Source: an optimization exercise on an open RTL-to-GDS flow (aim: a short achievable clock period and few clock cycles per item). Production flows keep margins and buffers that such runs may drop.
Function was checked by simulation only, so behaviour that the tests miss may differ from the original.
The clock port is modelled as an ideal driver; clocking choices that lean on that would not hold on a real chip.
Power figures rest on the tool's default switching activity, not on a simulated workload.

## build 7
// session_table_idle_timeout_unit
module session_table_idle_timeout_unit
#(
    parameter int SLOTS = sttu_pkg::SLOTS_DEF
) (
    input  wire logic         i_clk,
    input  wire logic         i_rst_n,
    input  wire logic         i_cfg_valid,
    output logic              o_cfg_ready,
    input  wire logic [31:0]  i_cfg_data,       
    input  wire logic         i_s_axis_tvalid,
    output logic              o_s_axis_tready,
    input  wire logic [159:0] i_s_axis_tdata,   
    input  wire logic [2:0]   i_s_axis_tuser,   
    output logic              o_m_axis_tvalid,
    input  wire logic         i_m_axis_tready,
    output logic [15:0]       o_m_axis_tdata    
);
    localparam int TW = 2 * TOKEN_W;
    localparam int HW = TIME_W / 2;
    localparam int IW = $clog2(SLOTS);
    logic              r_rst;
    logic [TIME_W-1:0] r_timeout;
    localparam int RC_W     = 4;            
    localparam int RC_STEPS = TIME_W / RC_W;
    logic [RC_STEPS-1:0] r_rc;          
    always_ff @(posedge i_clk) begin
        r_rst <= !i_rst_n;
        if (i_rst_n && i_cfg_valid) begin
            r_timeout <= i_cfg_data;
        end else if (r_rst) begin
            r_timeout <= TIMEOUT_RESET;
        end
        if (r_rst) begin
            r_rc <= '0;
        end else begin
            r_rc <= (i_rst_n && i_cfg_valid) ? RC_STEPS'(1) : {r_rc[RC_STEPS-2:0], 1'b0};
        end
    end
    logic              nready;
    logic              acc;
    logic              s0_v;
    logic [CMD_W-1:0]  s0_cmd;
    logic [TIME_W-1:0] s0_now;
    logic [TW-1:0]     s0_tok;
  ...
==> flow/config.mk <==
export PLATFORM = sky130hd
export DESIGN_NAME = session_table_idle_timeout_unit
export DESIGN_NICKNAME = session_table_idle_timeout_unit
export VERILOG_FILES = /design/flow/design.v
export SDC_FILE = /design/flow/constraint.sdc
export NUM_CORES = 4
export LEC_CHECK = 0
export ABC_CLOCK_PERIOD_IN_PS = 2500
export CAP_MARGIN = 30
export CORE_MARGIN = 2
export CORE_UTILIZATION = 50
export SLEW_MARGIN = 20
==> flow/constraint.sdc <==
create_clock -name core_clock -period 9.0 [get_ports {i_clk}]
set_input_delay 1.8000 -clock core_clock [delete_from_list [all_inputs] [get_ports {i_clk}]]
set_output_delay 1.8000 -clock core_clock [all_outputs]
set_load 0.01 [all_outputs]
standard.sh (not shown) runs the stock make flow with config.mk's settings and CLKGATE_MAP_FILE= SYNTH_SCRIPT=/design/flow/synth_recipe.tcl, a recipe that flattens the netlist after the stock synthesis.
==> flow/flow/run.sh <==
#!/bin/bash
set -euo pipefail
MARGIN=6.6
export PRE_CTS_TCL="$PWD/flow/mytree.tcl"
export POST_CTS_TCL="$PWD/flow/mytree_post.tcl"
export CTS_ARGS="-clk_nets i_clk -sink_clustering_enable -repair_clock_nets"
bash standard.sh SETUP_SLACK_MARGIN=$MARGIN finish > standard_flow.log 2>&1
==> flow/flow/mytree.tcl <==
set NQX 2
set NQY 2
set NMX 2
set NMY 2
set NX 2
set NY 4
set db [ord::get_db]
set block [ord::get_db_block]
set buf [$db findMaster sky130_fd_sc_hd__clkbuf_16]
set clknet [$block findNet i_clk]

proc place_at { inst x y } {
  set m [$inst getMaster]
  $inst setLocation [expr {$x - [$m getWidth] / 2}] [expr {$y - [$m getHeight] / 2}]
  $inst setPlacementStatus PLACED
}

# split items {obj x y} into nx columns by x, each into ny groups by y
proc grid_split { items nx ny } {
  set groups {}
  set sx [lsort -integer -index 1 $items]
  set n [llength $sx]
  set per [expr {int(ceil(double($n) / $nx))}]
  for {set c 0} {$c < $nx} {incr c} {
    set col [lrange $sx [expr {$c * $per}] [expr {($c + 1) * $per - 1}]]
    if {[llength $col] == 0} { continue }
    set sy [lsort -integer -index 2 $col]
    set m [llength $sy]
    set per2 [expr {int(ceil(double($m) / $ny))}]
    for {set r 0} {$r < $ny} {incr r} {
      set grp [lrange $sy [expr {$r * $per2}] [expr {($r + 1) * $per2 - 1}]]
      if {[llength $grp] > 0} { lappend groups $grp }
    }
  }
  return $groups
}

proc centroid { items } {
  set xs 0
  set ys 0
  foreach s $items {
    set xs [expr {$xs + [lindex $s 1]}]
    set ys [expr {$ys + [lindex $s 2]}]
  }
  return [list [expr {$xs / [llength $items]}] [expr {$ys / [llength $items]}]]
}

set sinks {}
foreach it [$clknet getITerms] {
  set bb [[$it getInst] getBBox]
  lappend sinks [list $it [expr {([$bb xMin] + [$bb xMax]) / 2}] [expr {([$bb yMin] + [$bb yMax]) / 2}]]
}
puts "mytree: [llength $sinks] clock sinks"

set li 0
set mi 0
set qi 0
set tops {}
foreach region [grid_split $sinks $NQX $NQY] {
  set mids {}
  foreach mgrp [grid_split $region $NMX $NMY] {
    set leaves {}
    foreach grp [grid_split $mgrp $NX $NY] {
      lassign [centroid $grp] cx cy
      set inst [odb::dbInst_create $block $buf "clktree_leaf_$li"]
      place_at $inst $cx $cy
      set net [odb::dbNet_create $block "clktree_leaf_net_$li"]
      $net setSigType CLOCK
      [$inst findITerm X] connect $net
      foreach s $grp {
        set it [lindex $s 0]
        $it disconnect
        $it connect $net
      }
      lappend leaves [list $inst $cx $cy]
      incr li
    }
    lassign [centroid $leaves] cx cy
    set minst [odb::dbInst_create $block $buf "clktree_mid_$mi"]
    place_at $minst $cx $cy
    set mnet [odb::dbNet_create $block "clktree_mid_net_$mi"]
    $mnet setSigType CLOCK
    [$minst findITerm X] connect $mnet
    foreach l $leaves {
      [[lindex $l 0] findITerm A] connect $mnet
    }
    lappend mids [list $minst $cx $cy]
    incr mi
  }
  lassign [centroid $mids] cx cy
  set qinst [odb::dbInst_create $block $buf "clktree_region_$qi"]
  place_at $qinst $cx $cy
  set qnet [odb::dbNet_create $block "clktree_region_net_$qi"]
  $qnet setSigType CLOCK
  [$qinst findITerm X] connect $qnet
  foreach m $mids {
    [[lindex $m 0] findITerm A] connect $qnet
  }
  lappend tops [list $qinst $cx $cy]
  incr qi
}

lassign [centroid $tops] cx cy
set rinst [odb::dbInst_create $block $buf "clktree_root"]
place_at $rinst $cx $cy
set rnet [odb::dbNet_create $block "clktree_root_net"]
$rnet setSigType CLOCK
[$rinst findITerm X] connect $rnet
foreach q $tops {
  [[lindex $q 0] findITerm A] connect $rnet
}
[$rinst findITerm A] connect $clknet
$clknet setSigType CLOCK
puts "mytree: $li leaf buffers, $mi middle buffers, $qi region buffers, temporary root"
Other scripts of this flow, unchanged in this note and not shown: flow/flow/mytree_post.tcl
Testbench counts of build 7, summed over its fixed seeds: cycles 4,840, items 4,800.
#### Input delta (build 22 over build 7)
Settings: CORE_UTILIZATION now 40, was 50.
--- a/flow/flow/run.sh
+++ b/flow/flow/run.sh
@@ -1,5 +1,5 @@
 #!/bin/bash
 set -euo pipefail
-MARGIN=6.6
+MARGIN=6.3
 export PRE_CTS_TCL="$PWD/flow/mytree.tcl"
 export POST_CTS_TCL="$PWD/flow/mytree_post.tcl"
Results
Routing usage on met1: build 22 vs build 7 down 7.1 points
Between build 22 and build 7, the first-pass GRT wire length figures differ only marginally.
On first-iteration DRC count: between build 7 and build 22, it ends up lower for build 7.
Against build 7, build 22 comes in 11 lower on critical path depth.
Of build 7 and build 22, build 22 shows the lower initial core utilization, with build 7 above it.
Build 7 → build 22: arrival time of data at the critical path endpoint decreased by 2290 ps relative to the old numbers, cell count after placement increased by about 6% relative to the old numbers, register-to-register slack increased by 100 ps relative to the old numbers.
Delta (build 22 minus build 7): clock network fraction of total power ~0 delta, area of placed instances saw an increase.
Worst hold path depth: build 7 vs build 22 identical
Input-level comparison between build 69 and build 22:
--- a/flow/flow/run.sh
+++ b/flow/flow/run.sh
@@ -1,5 +1,5 @@
 #!/bin/bash
 set -euo pipefail
-MARGIN=6.3
+MARGIN=6.6
 export PRE_CTS_TCL="$PWD/flow/mytree.tcl"
 export POST_CTS_TCL="$PWD/flow/mytree_post.tcl"
==> notes.md <==
Diff build 22..build 69 | die height | unchanged. Build 69: final instance area about 1.9% above build 22. Build 69 and build 22 ended up with nearly the same worst-case setup margin in the final layout. Between build 69 and build 22, the difference in multi-input combinational area share is negligible. Overall power after layout for build 69: 130 µW up relative to build 22. In build 69, the relative area change from synthesis to final layout came out 2.1 points above the value in build 22. Of build 69 and build 22, it is build 69 that has the higher part of the power in combinational logic. Total detailed-routing wirelength: build 69 > build 22.
[inputs] build 98 vs build 69
--- a/flow/flow/run.sh
+++ b/flow/flow/run.sh
@@ -1,5 +1,5 @@
 #!/bin/bash
 set -euo pipefail
-MARGIN=6.6
+MARGIN=6.3
 export PRE_CTS_TCL="$PWD/flow/mytree.tcl"
 export POST_CTS_TCL="$PWD/flow/mytree_post.tcl"
--- a/flow/flow/mytree.tcl
+++ b/flow/flow/mytree.tcl
@@ -1,8 +1,6 @@
 set NQX 2
 set NQY 2
-set NMX 2
-set NMY 2
-set NX 2
-set NY 4
+set NX 4
+set NY 8
 set db [ord::get_db]
 set block [ord::get_db_block]
@@ -54,39 +52,24 @@
 
 set li 0
-set mi 0
 set qi 0
 set tops {}
 foreach region [grid_split $sinks $NQX $NQY] {
-  set mids {}
-  foreach mgrp [grid_split $region $NMX $NMY] {
-    set leaves {}
-    foreach grp [grid_split $mgrp $NX $NY] {
-      lassign [centroid $grp] cx cy
-      set inst [odb::dbInst_create $block $buf "clktree_leaf_$li"]
-      place_at $inst $cx $cy
-      set net [odb::dbNet_create $block "clktree_leaf_net_$li"]
-      $net setSigType CLOCK
-      [$inst findITerm X] connect $net
-      foreach s $grp {
-        set it [lindex $s 0]
-        $it disconnect
-        $it connect $net
-      }
-      lappend leaves [list $inst $cx $cy]
-      incr li
+  set leaves {}
+  foreach grp [grid_split $region $NX $NY] {
+    lassign [centroid $grp] cx cy
+    set inst [odb::dbInst_create $block $buf "clktree_leaf_$li"]
+    place_at $inst $cx $cy
+    set net [odb::dbNet_create $block "clktree_leaf_net_$li"]
+    $net setSigType CLOCK
+    [$inst findITerm X] connect $net
+    foreach s $grp {
+      set it [lindex $s 0]
+      $it disconnect
+      $it connect $net
     }
-    lassign [centroid $leaves] cx cy
-    set minst [odb::dbInst_create $block $buf "clktree_mid_$mi"]
-    place_at $minst $cx $cy
-    set mnet [odb::dbNet_create $block "clktree_mid_net_$mi"]
-    $mnet setSigType CLOCK
-    [$minst findITerm X] connect $mnet
-    foreach l $leaves {
-      [[lindex $l 0] findITerm A] connect $mnet
-    }
-    lappend mids [list $minst $cx $cy]
-    incr mi
+    lappend leaves [list $inst $cx $cy]
+    incr li
   }
-  lassign [centroid $mids] cx cy
+  lassign [centroid $leaves] cx cy
   set qinst [odb::dbInst_create $block $buf "clktree_region_$qi"]
   place_at $qinst $cx $cy
@@ -94,6 +77,6 @@
   $qnet setSigType CLOCK
   [$qinst findITerm X] connect $qnet
-  foreach m $mids {
-    [[lindex $m 0] findITerm A] connect $qnet
+  foreach l $leaves {
+    [[lindex $l 0] findITerm A] connect $qnet
   }
   lappend tops [list $qinst $cx $cy]
@@ -112,3 +95,3 @@
 [$rinst findITerm A] connect $clknet
 $clknet setSigType CLOCK
-puts "mytree: $li leaf buffers, $mi middle buffers, $qi region buffers, temporary root"
+puts "mytree: $li leaf buffers, $qi region buffers, temporary root"
Notes after the runs:
When build 98 is set beside build 69, its layout net count turns out to be 1.2% smaller. Compared with build 69, in build 98 worst hold margin was more or less identical; setup slack went down by 100 ps. Build 98 vs build 69 — finished layout cell area dropped 3000 µm².

## re-timing with driven ports
Ports are ideal in the flow. The routed layouts listed here were re-timed in OpenROAD.
Step 1 assumes that a clkbuf_16 drives the clock port and a buf_2 every other input.
Step 2 times the ports against the registers' clock, not the clock port: input delays grow and output delays shrink by t, the midpoint of the rising clock arrivals with the driver on.
Three values: ideal ports, drivers, drivers and shift; two values: the first two.
run | shift t [ns] | slack for setup (ns) | worst setup path at the end | worst data-port slew with drivers (ns) | cell pins on the clock port's net
build 7 | 0.797 | 6.104 / 5.924 / 5.639 | input to register | 0.16 | 4
build 22 | 0.823 | 6.116 / 5.898 / 5.950 | input to register | 0.12 | 4
build 69 | 0.829 | 6.117 / 5.893 / 5.892 | input to register | 0.12 | 4
build 98 | 0.923 | 6.015 / 5.796 / 5.947 | input to register | 0.12 | 4
After both steps setup and hold are still met in every run listed. The setup slack of build 7, which loses most, moves by -0.180 ns with the drivers and by -0.465 ns with both steps.
